This design comes from an exercise in tuning for small area, a short achievable clock period and few clock cycles per item on the open sky130 flow, not from production work.
Where RTL was checked, it was by simulation tests only, not by an equivalence proof against the original.
Power figures rest on the tool's default switching activity, not on a simulated workload.

==> flow/design.v (excerpt) <==
module fir_decimator_top
(
	input wire logic clk,
	input wire logic resetn,
	input wire logic in_valid,
	input wire fir_pkg::sample_t data_in,
	input wire logic out_credit,
	output logic in_credit,
	output logic out_valid,
	output fir_pkg::sample_t data_out
);
	logic [4:0] m1;              
	logic [6:0] m3;              
	logic [7:0] m5;              
	logic [4:0] selA, selB;
	logic [4:0] nph;             
	logic [2:0] phb;             
	logic [4:0] phb_dec;
	logic done1;                 
	logic done2;                 
	logic [4:0] hi_r, hi_nx;     
	logic k9_r, k9_nx;           
	logic pend;                  
	logic ov;
	logic [4:0] res;
	logic [4:0] res_nx;
	logic [1:0] ocred;           
	logic [2:0] owe;             
	logic [3:0] commit;          
	logic icr;
	logic [4:0] u;
	logic [1:0] ocred_nx;
	logic [1:0] ocred_s;
	logic [3:0] commit_d;
	logic [2:0] owe_d;
	logic c_le8, c_le13;
	logic icr_nx;
	logic send;
	logic pend_nx;
	assign phb_dec = 5'd1 << phb;
  ...
==> flow/config.mk <==
export PLATFORM = sky130hd
export DESIGN_NAME = fir_decimator_top
export DESIGN_NICKNAME = fir_decimator_top
export VERILOG_FILES = /design/flow/design.v
export SDC_FILE = /design/flow/constraint.sdc
export NUM_CORES = 4
export LEC_CHECK = 0
export CAP_MARGIN = 20
export CORE_MARGIN = 2
export CORE_UTILIZATION = 40
export SETUP_SLACK_MARGIN = 4.25
export SLEW_MARGIN = 20
==> flow/constraint.sdc <==
create_clock -name core_clock -period 6.5 [get_ports {clk}]
set_input_delay 1.3000 -clock core_clock [delete_from_list [all_inputs] [get_ports {clk}]]
set_output_delay 1.3000 -clock core_clock [all_outputs]
set_load 0.01 [all_outputs]
run.sh (not shown) runs the stock make flow with config.mk's settings and CLKGATE_MAP_FILE= SYNTH_SCRIPT=/design/flow/synth_recipe.tcl, a recipe that flattens the netlist after the stock synthesis.
==> next run, changes <==
--- a/flow/design.v
+++ b/flow/design.v
@@ -345,53 +345,46 @@
 	assign owe_d = owe - {2'b0, icr_nx};
 	assign commit_d = commit - (send ? 4'd5 : 4'd0) + {3'b0, icr_nx};
 	always_ff @(posedge clk)
 	begin
 		m1 <= u;
 		m3 <= {2'b0, u} + {1'b0, u, 1'b0};
 		m5 <= {3'b0, u} + {1'b0, u, 2'b0};
-		if (done1)
-		begin
-			hi_r <= hi_nx;
-			k9_r <= k9_nx;
-		end
+		selA <= in_valid ? nph : 5'd0;
+		selB <= in_valid ? phb_dec : 5'd0;
+		ov <= pend_nx && (ocred_s != 2'd0);
+		icr <= icr_nx;
+		hi_r <= hi_nx;
+		k9_r <= k9_nx;
 		if (done2)
 			res <= res_nx;
 	end
 	always_ff @(posedge clk, negedge resetn)
 	begin
 		if (!resetn)
 		begin
 			nph <= 5'd1;
-			selA <= 5'd0;
-			selB <= 5'd0;
 			phb <= 3'd0;
 			done1 <= 1'b0;
 			done2 <= 1'b0;
 			pend <= 1'b0;
-			ov <= 1'b0;
 			ocred <= 2'd2;
 			owe <= 3'd0;
 			commit <= 4'd4;
-			icr <= 1'b0;
 		end
 		else
 		begin
-			selA <= in_valid ? nph : 5'd0;
-			selB <= in_valid ? phb_dec : 5'd0;
 			if (in_valid)
 			begin
 				nph <= {nph[3:0], nph[4]};
 				phb <= (phb == 3'd4) ? 3'd0 : phb + 3'd1;
 			end
 			done1 <= selA[4];
 			done2 <= done1;
 			pend <= pend_nx;
-			ov <= pend_nx && (ocred_s != 2'd0);
 			ocred <= ocred_nx;
 			owe <= in_valid ? owe_d + 3'd1 : owe_d;
 			commit <= commit_d;
-			icr <= icr_nx;
 		end
 	end
 endmodule
 `default_nettype wire
Effect:
- The new run ran to the end with no violations
- final area went down by 5.0%
- power drops by 2.7%
- register-to-register slack hardly moves
- combinational power shrinks by about 7%
- hold slack is worse by 0.12 ns
Testbench counts after the change, summed over its fixed seeds: cycles 12,024, results 2,400.
Only the layout flow was run in the first run of this note; the RTL was not checked for function there.


fir_decimator_top, a different RTL version from the one above (not shown whole).
Size: about 850 cells after synthesis, about 150 flip-flops, ~16 I/O pins.
## fir_decimator_top
module fir_decimator_top
(
	input wire logic clk,
	input wire logic resetn,
	input wire logic in_valid,
	input wire fir_pkg::sample_t data_in,
	input wire logic out_credit,
	output logic in_credit,
	output logic out_valid,
	output fir_pkg::sample_t data_out
);
	logic [4:0] m1;              
	logic [6:0] m3;              
	logic [7:0] m5;              
	logic [4:0] selA;            
	logic [4:0] nph;             
	logic done1;                 
	logic done2;                 
	logic [4:0] hi_r, hi_nx;     
	logic k9_r, k9_nx;           
	logic pend;                  
	logic ov;
	logic [4:0] res;
	logic [4:0] res_nx;
	logic [1:0] ocred;           
	logic [2:0] owe;             
	logic [3:0] commit;          
	logic icr;
	logic [4:0] u;
	logic [1:0] ocred_nx;
	logic [1:0] ocred_s;
	logic [3:0] commit_d;
	logic [2:0] owe_d;
	logic c_le8, c_le13;
	logic icr_nx;
	logic send;
	logic pend_nx;
	assign u = {~data_in[4], data_in[3:0]};
  ...
clock: 6.5 ns
lec_check: 0
abc_area: 1
cap_margin: 20
core_margin: 2
core_utilization: 40
setup_slack_margin: 4.3
slew_margin: 20
Testbench counts at the start, summed over its fixed seeds: cycles 12,024, results 2,400.
Then changed:
--- a/flow/design.v
+++ b/flow/design.v
@@ -38,14 +38,15 @@
 	logic ov;
 	logic [4:0] res;
 	logic [4:0] res_nx;
 	logic [1:0] ocred;           
 	logic [2:0] owe;             
 	logic [3:0] commit;          
 	logic icr;
+	logic fresh;               
 	logic [4:0] u;
 	logic [1:0] ocred_nx;
 	logic [1:0] ocred_s;
 	logic [3:0] commit_d;
 	logic [2:0] owe_d;
 	logic c_le8, c_le13;
 	logic icr_nx;
@@ -92,16 +93,16 @@
 		| ({11{selA[4]}} & 11'({5'(m1), 1'd0}));
 	logic [10:0] r41;
 	assign r41 = ({11{selA[1]}} & 11'({5'(~m1), 3'd0}))
 		| ({11{selA[3]}} & 11'({7'(m3), 2'd0}))
 		| ({11{selA[4]}} & 11'({7'(m3), 2'd0}));
 	logic [13:0] s1, as1, ns1;
 	logic [13:1] c1, ac1, nc1;
-	assign as1 = selA[0] ? s2 : s1;
-	assign ac1 = selA[0] ? c2 : c1;
+	assign as1 = selA[0] ? (fresh ? 14'd13723 : s2) : s1;
+	assign ac1 = selA[0] ? (fresh ? 13'd0 : c2) : c1;
 	logic t1_1, t1_2, t1_3, t1_4, t1_5, t1_6, t1_7, t1_8, t1_9, t1_10, t1_11, t1_12, t1_13, t1_14, t1_15, t1_16;
 	assign ns1[0] = as1[0] ^ r10[0];
 	assign nc1[1] = as1[0] & r10[0];
 	assign t1_1 = as1[1] ^ ac1[1] ^ r10[1];
 	assign t1_2 = (as1[1] & ac1[1]) | (as1[1] & r10[1]) | (ac1[1] & r10[1]);
 	assign ns1[1] = t1_1;
 	assign nc1[2] = 1'b0;
@@ -140,16 +141,16 @@
 	assign ns1[11] = as1[11] ^ ac1[11];
 	assign nc1[12] = as1[11] & ac1[11];
 	assign ns1[12] = as1[12] ^ ac1[12];
 	assign nc1[13] = as1[12] & ac1[12];
 	assign ns1[13] = as1[13] ^ ac1[13];
 	logic [13:0] s2, as2, ns2;
 	logic [13:1] c2, ac2, nc2;
-	assign as2 = selA[0] ? s3 : s2;
-	assign ac2 = selA[0] ? c3 : c2;
+	assign as2 = selA[0] ? (fresh ? 14'd7284 : s3) : s2;
+	assign ac2 = selA[0] ? (fresh ? 13'd0 : c3) : c2;
 	logic t2_1, t2_2, t2_3, t2_4, t2_5, t2_6, t2_7, t2_8, t2_9, t2_10, t2_11, t2_12, t2_13, t2_14, t2_15, t2_16, t2_17, t2_18, t2_19, t2_20, t2_21, t2_22, t2_23, t2_24;
 	assign ns2[0] = as2[0] ^ r21[0];
 	assign nc2[1] = as2[0] & r21[0];
 	assign t2_1 = as2[1] ^ ac2[1] ^ r21[1];
 	assign t2_2 = (as2[1] & ac2[1]) | (as2[1] & r21[1]) | (ac2[1] & r21[1]);
 	assign ns2[1] = t2_1;
 	assign nc2[2] = 1'b0;
@@ -196,16 +197,16 @@
 	assign t2_23 = as2[12] ^ ac2[12] ^ r20[12];
 	assign t2_24 = (as2[12] & ac2[12]) | (as2[12] & r20[12]) | (ac2[12] & r20[12]);
 	assign ns2[12] = t2_23 ^ t2_22;
 	assign nc2[13] = t2_23 & t2_22;
 	assign ns2[13] = as2[13] ^ ac2[13] ^ t2_24;
 	logic [13:0] s3, as3, ns3;
 	logic [13:1] c3, ac3, nc3;
-	assign as3 = selA[0] ? 14'(s4) : s3;
-	assign ac3 = selA[0] ? 13'(c4) : c3;
+	assign as3 = selA[0] ? 14'((fresh ? 11'd845 : s4)) : s3;
+	assign ac3 = selA[0] ? 13'((fresh ? 10'd0 : c4)) : c3;
 	logic t3_1, t3_2, t3_3, t3_4, t3_5, t3_6, t3_7, t3_8, t3_9, t3_10, t3_11, t3_12, t3_13, t3_14, t3_15, t3_16, t3_17, t3_18, t3_19, t3_20, t3_21, t3_22, t3_23, t3_24;
 	assign ns3[0] = as3[0] ^ r31[0];
 	assign nc3[1] = as3[0] & r31[0];
 	assign t3_1 = as3[1] ^ ac3[1] ^ r31[1];
 	assign t3_2 = (as3[1] & ac3[1]) | (as3[1] & r31[1]) | (ac3[1] & r31[1]);
 	assign ns3[1] = t3_1;
 	assign nc3[2] = 1'b0;
@@ -299,35 +300,27 @@
 	assign hi_nx = s1[13:9] + c1[13:9];
 	assign k9_nx = 10'({1'b0, s1[8:0]} + {1'b0, c1[8:1], 1'b0}) >> 9;
 	assign res_nx = hi_r + 5'(k9_r) + 5'd4;
 	always_ff @(posedge clk)
 	begin
 		s1 <= ns1;
 		c1 <= nc1;
+		s2 <= ns2;
+		c2 <= nc2;
+		s3 <= ns3;
+		c3 <= nc3;
+		s4 <= ns4;
+		c4 <= nc4;
 	end
 	always_ff @(posedge clk, negedge resetn)
 	begin
 		if (!resetn)
-		begin
-			s2 <= 14'd13723;
-			c2 <= '0;
-			s3 <= 14'd7284;
-			c3 <= '0;
-			s4 <= 11'd845;
-			c4 <= '0;
-		end
-		else
-		begin
-			s2 <= ns2;
-			c2 <= nc2;
-			s3 <= ns3;
-			c3 <= nc3;
-			s4 <= ns4;
-			c4 <= nc4;
-		end
+			fresh <= 1'b1;
+		else if (selA[0])
+			fresh <= 1'b0;
 	end
 	assign out_valid = ov;
 	assign data_out = res;
 	assign in_credit = icr;
 	assign send = ov;
 	assign ocred_s = ocred - {1'b0, send};
 	assign ocred_nx = out_credit ? ocred_s + 2'd1 : ocred_s;
What happened:
- final area goes down by 3.3%
- die area shrinks by 4.1%
- synthesized cell count rises by 0.94%
- clock skew stays flat
- power hardly moves
- sequential cell count goes up by 1
- critical path depth went up by 6
- count of clock-buffer cells in the layout climbs by 3
- sequential share of layout area drops by 2.7 points
Testbench counts after the change, summed over its fixed seeds: cycles 12,024, results 2,400.

==> what the ideal ports hide <==
How much do the figures lean on ideal ports? The routed layouts below were timed once more, with nothing changed but the port constraints. Step 1 assumes that a clkbuf_16 drives the clock port and a buf_2 every other input. Step 2 moves the port delays by t, midway between the first and last clock arrival at a register: inputs arrive t later, outputs are due t later. That takes back most of the time a late clock gives input paths. a / b / c = no drivers / after step 1 / after step 2; a / b = the first two.
| run | t, ns | slack for setup (ns) | worst hold slack (ns) | slew at the worst register clock pin (ns) | pins driven straight from the clock port |
|---|---|---|---|---|---|
| the first run of note 1 | 0.468 | 4.234 / 4.190 / 3.933 | 0.471 / 0.471 / 0.471 | 0.06 / 0.06 | 1 |
| the second run of note 1 | 0.467 | 4.265 / 4.227 / 3.849 | 0.348 / 0.348 / 0.348 | 0.06 / 0.06 | 1 |
| the first run of note 2 | 0.462 | 4.317 / 4.274 / 3.974 | 0.448 / 0.448 / 0.448 | 0.07 / 0.07 | 1 |
| the second run of note 2 | 0.465 | 4.278 / 4.267 / 3.943 | 0.443 / 0.443 / 0.443 | 0.06 / 0.06 | 1 |
After both steps setup and hold are still met in every run listed. For the second run of note 1, which loses most, drivers alone change the setup slack by -0.038 ns; drivers and shift together by -0.416 ns.
